This is an optimization exercise on Yosys and OpenROAD, whose aim is small area and a short achievable clock period, not a production implementation.
The RTL was checked by simulation tests, not by an equivalence proof against the original design.
Power and IR drop assume default switching activity.

## yarrow
==> flow/design.v (excerpt) <==
module multicycle_datapath (
   input  logic        clk,
   input  logic        rst,
   input  logic        IorD,
   input  logic        ALUSrcA,
   input  logic [1:0]  ALUSrcB,
   input  logic [1:0]  PCSrc,
   input  logic        IRWrite,
   input  logic        PCWrite,
   input  logic        MemWrite,
   input  logic        RegDst,
   input  logic        MemtoReg,
   input  logic        RegWrite,
   input  logic        Branch,
   input  logic [1:0]  ALUOp,
   input  logic [31:0] RD,
   output logic [5:0]  OP,
   output logic [5:0]  Funct,
   output logic [31:0] ADR,
   output logic [31:0] WD,
   output logic        WE,
   output logic [31:0] outputPC,
   output logic        PCEn,
   output logic        Zero
);
Size: ~4000 cells after synthesis, about 1200 flip-flops, about 0.053 mm^2 of cells after synthesis.
==> flow/config.mk <==
export PLATFORM = sky130hd
export DESIGN_NAME = multicycle_datapath
export DESIGN_NICKNAME = multicycle_datapath
export VERILOG_FILES = /design/flow/design.v
export SDC_FILE = /design/flow/constraint.sdc
export NUM_CORES = 4
export LEC_CHECK = 0
export CAP_MARGIN = 20
export CORE_MARGIN = 2
export CORE_UTILIZATION = 40
export CTS_CLUSTER_DIAMETER = 80
export CTS_CLUSTER_SIZE = 25
export SETUP_SLACK_MARGIN = 2.0
export SLEW_MARGIN = 20
==> flow/constraint.sdc <==
create_clock -name core_clock -period 7.5 [get_ports {clk}]
set_input_delay 1.5000 -clock core_clock [delete_from_list [all_inputs] [get_ports {clk}]]
set_output_delay 1.5000 -clock core_clock [all_outputs]
set_load 0.01 [all_outputs]
run.sh (not shown) runs the stock make flow with config.mk's settings and CLKGATE_MAP_FILE= SYNTH_SCRIPT=/design/flow/synth_recipe.tcl, a recipe that flattens the netlist after the stock synthesis.
Looking at the reports, yarrow completed the entire flow and the layout it produced met the timing, DRC and antenna checks.
diff inputs: yarrow => lagoon
Settings: PLACE_DENSITY newly set to 0.5; CORE_UTILIZATION changed from 40 to 30; SETUP_SLACK_MARGIN changed from 2.0 to 2.2.
[summary]
Having completed the whole flow, yarrow delivered a layout that passed the timing, DRC and antenna checks.
lagoon reached the final stage; the timing, DRC and antenna checks on its layout passed.
Diff yarrow -> lagoon: worst hold slack was more or less identical, number of setup violations in the final report was more or less identical.
Going from yarrow to lagoon, the critical path depth was found to have gone up by 1.
Reported for lagoon and yarrow, synthesized cell count turned out identical to the last digit.
yarrow has a lower cell count of the worst reg-to-reg path than lagoon.
Of lagoon and yarrow, the run reporting the lower highest attainable clock frequency was lagoon.
Compared with yarrow, in lagoon post-cts resize count fell by 59, clock slew seen by the registers of the worst setup and hold paths level, clock buffer count from CTS went up by about 17%.
Of lagoon and yarrow, lagoon shows the higher clock-cell share of area, with yarrow below it.
The fraction of area in registers reported for lagoon is smaller than that of yarrow by 1.0 points.
For violet, these inputs were changed with respect to lagoon:
Settings: a change of CORE_UTILIZATION from 30 to 50; a change of SETUP_SLACK_MARGIN from 2.2 to 2.0; a change of PLACE_DENSITY from 0.5 to 0.65.
## What came out
- Total number of H-tree levels: violet lower than lagoon
- Summary: post-detailed-routing wire length, violet better than lagoon
- Setup slack: violet better than lagoon
- Between lagoon and violet, critical path depth decreased.
Inputs modified between violet and amber:
Settings: changing CORE_UTILIZATION from 50 to 40; removing PLACE_DENSITY (formerly 0.65); changing SETUP_SLACK_MARGIN from 2.0 to 1.5.
Results
Area growth from synthesis to layout essentially unchanged between amber and violet. Final global-route overflow total came out exactly the same in amber and violet. Time the final worst path needs with I/O delays and setup ends up higher on amber. Comparing violet against amber, there is no change at all in number of endpoints with negative hold slack in the final report. Summary of amber over violet: multi-input combinational gate total ~0 delta, area of all placed cells without fillers comparable, internal power lower, setup slack fell 0.16 ns, total power shrank by 0.50%. The run with more routed wire is amber, not violet.
Setup changes, amber to quartz
Settings: SETUP_SLACK_MARGIN changed from 1.5 to 2.0; CORE_UTILIZATION changed from 40 to 45; PLACE_DENSITY newly set to 0.62.
Findings:
Looking at the reports, quartz completed the entire flow and the layout it produced met the timing, DRC and antenna checks. quartz and amber ended up with nearly the same final area. quartz: number of buffers inserted by post-CTS setup repair is 20 higher than what amber reported. Per the comparison of quartz with amber, total vias in the final route ~0 delta; cell-internal power now sits at about the same level; time the worst path needs with I/O delays and setup has decreased; post-route core utilization rose 6.0 points; total power flat. Going from amber to quartz, die area dropped about 11%; wire length went down by about 1.9%. Between quartz and amber, the cell count is higher for amber.
diff inputs: quartz => cedar
Settings: removing PLACE_DENSITY (formerly 0.62); changing CORE_UTILIZATION from 45 to 40; changing SETUP_SLACK_MARGIN from 2.0 to 2.6.
--- outcome ---
cedar did not stop at any stage, and its layout met the timing, DRC and antenna checks. cedar vs quartz — final core area utilization dropped 5.7 points. Taking quartz as the reference, in cedar worst reg2reg path depth has increased; total vias in the final route has remained practically unchanged. Delta(die width, cedar - quartz) > 0. Going from quartz to cedar, final cell count moved up, setup slack after layout moved down, shortest clock period the worst path allows after layout moved up, fmax moved down.

## separate check: timing with driven ports
The results above use ideal ports. As a check the final layouts listed here were re-extracted and re-timed, cells and wires unchanged.
Step 1 assumes that a clkbuf_16 drives the clock port and a buf_2 every other input.
Step 2 moves the port delays by t, midway between the first and last clock arrival at a register: inputs arrive t later, outputs are due t later. That takes back most of the time a late clock gives input paths.
a / b / c = ideal / step 1 / step 2; a / b = the first two.
run | t (ns) | setup WS [ns] | worst hold slack (ns) | worst slew at a driven data input, ns
yarrow | 0.803 | 1.670 / 1.554 / 1.391 | 0.498 / 0.498 / 0.498 | 0.13
lagoon | 0.797 | 1.478 / 1.351 / 1.351 | 0.496 / 0.496 / 0.496 | 0.12
violet | 0.807 | 1.672 / 1.534 / 1.200 | 0.508 / 0.508 / 0.508 | 0.24
amber | 0.825 | 1.513 / 1.390 / 0.942 | 0.503 / 0.503 / 0.503 | 0.14
quartz | 0.815 | 1.666 / 1.566 / 1.259 | 0.507 / 0.507 / 0.507 | 0.11
cedar | 0.825 | 1.556 / 1.484 / 1.484 | 0.497 / 0.497 / 0.497 | 0.12
After both steps setup and hold are still met in every run listed. For amber, which loses most, drivers alone change the setup slack by -0.123 ns; drivers and shift together by -0.571 ns.
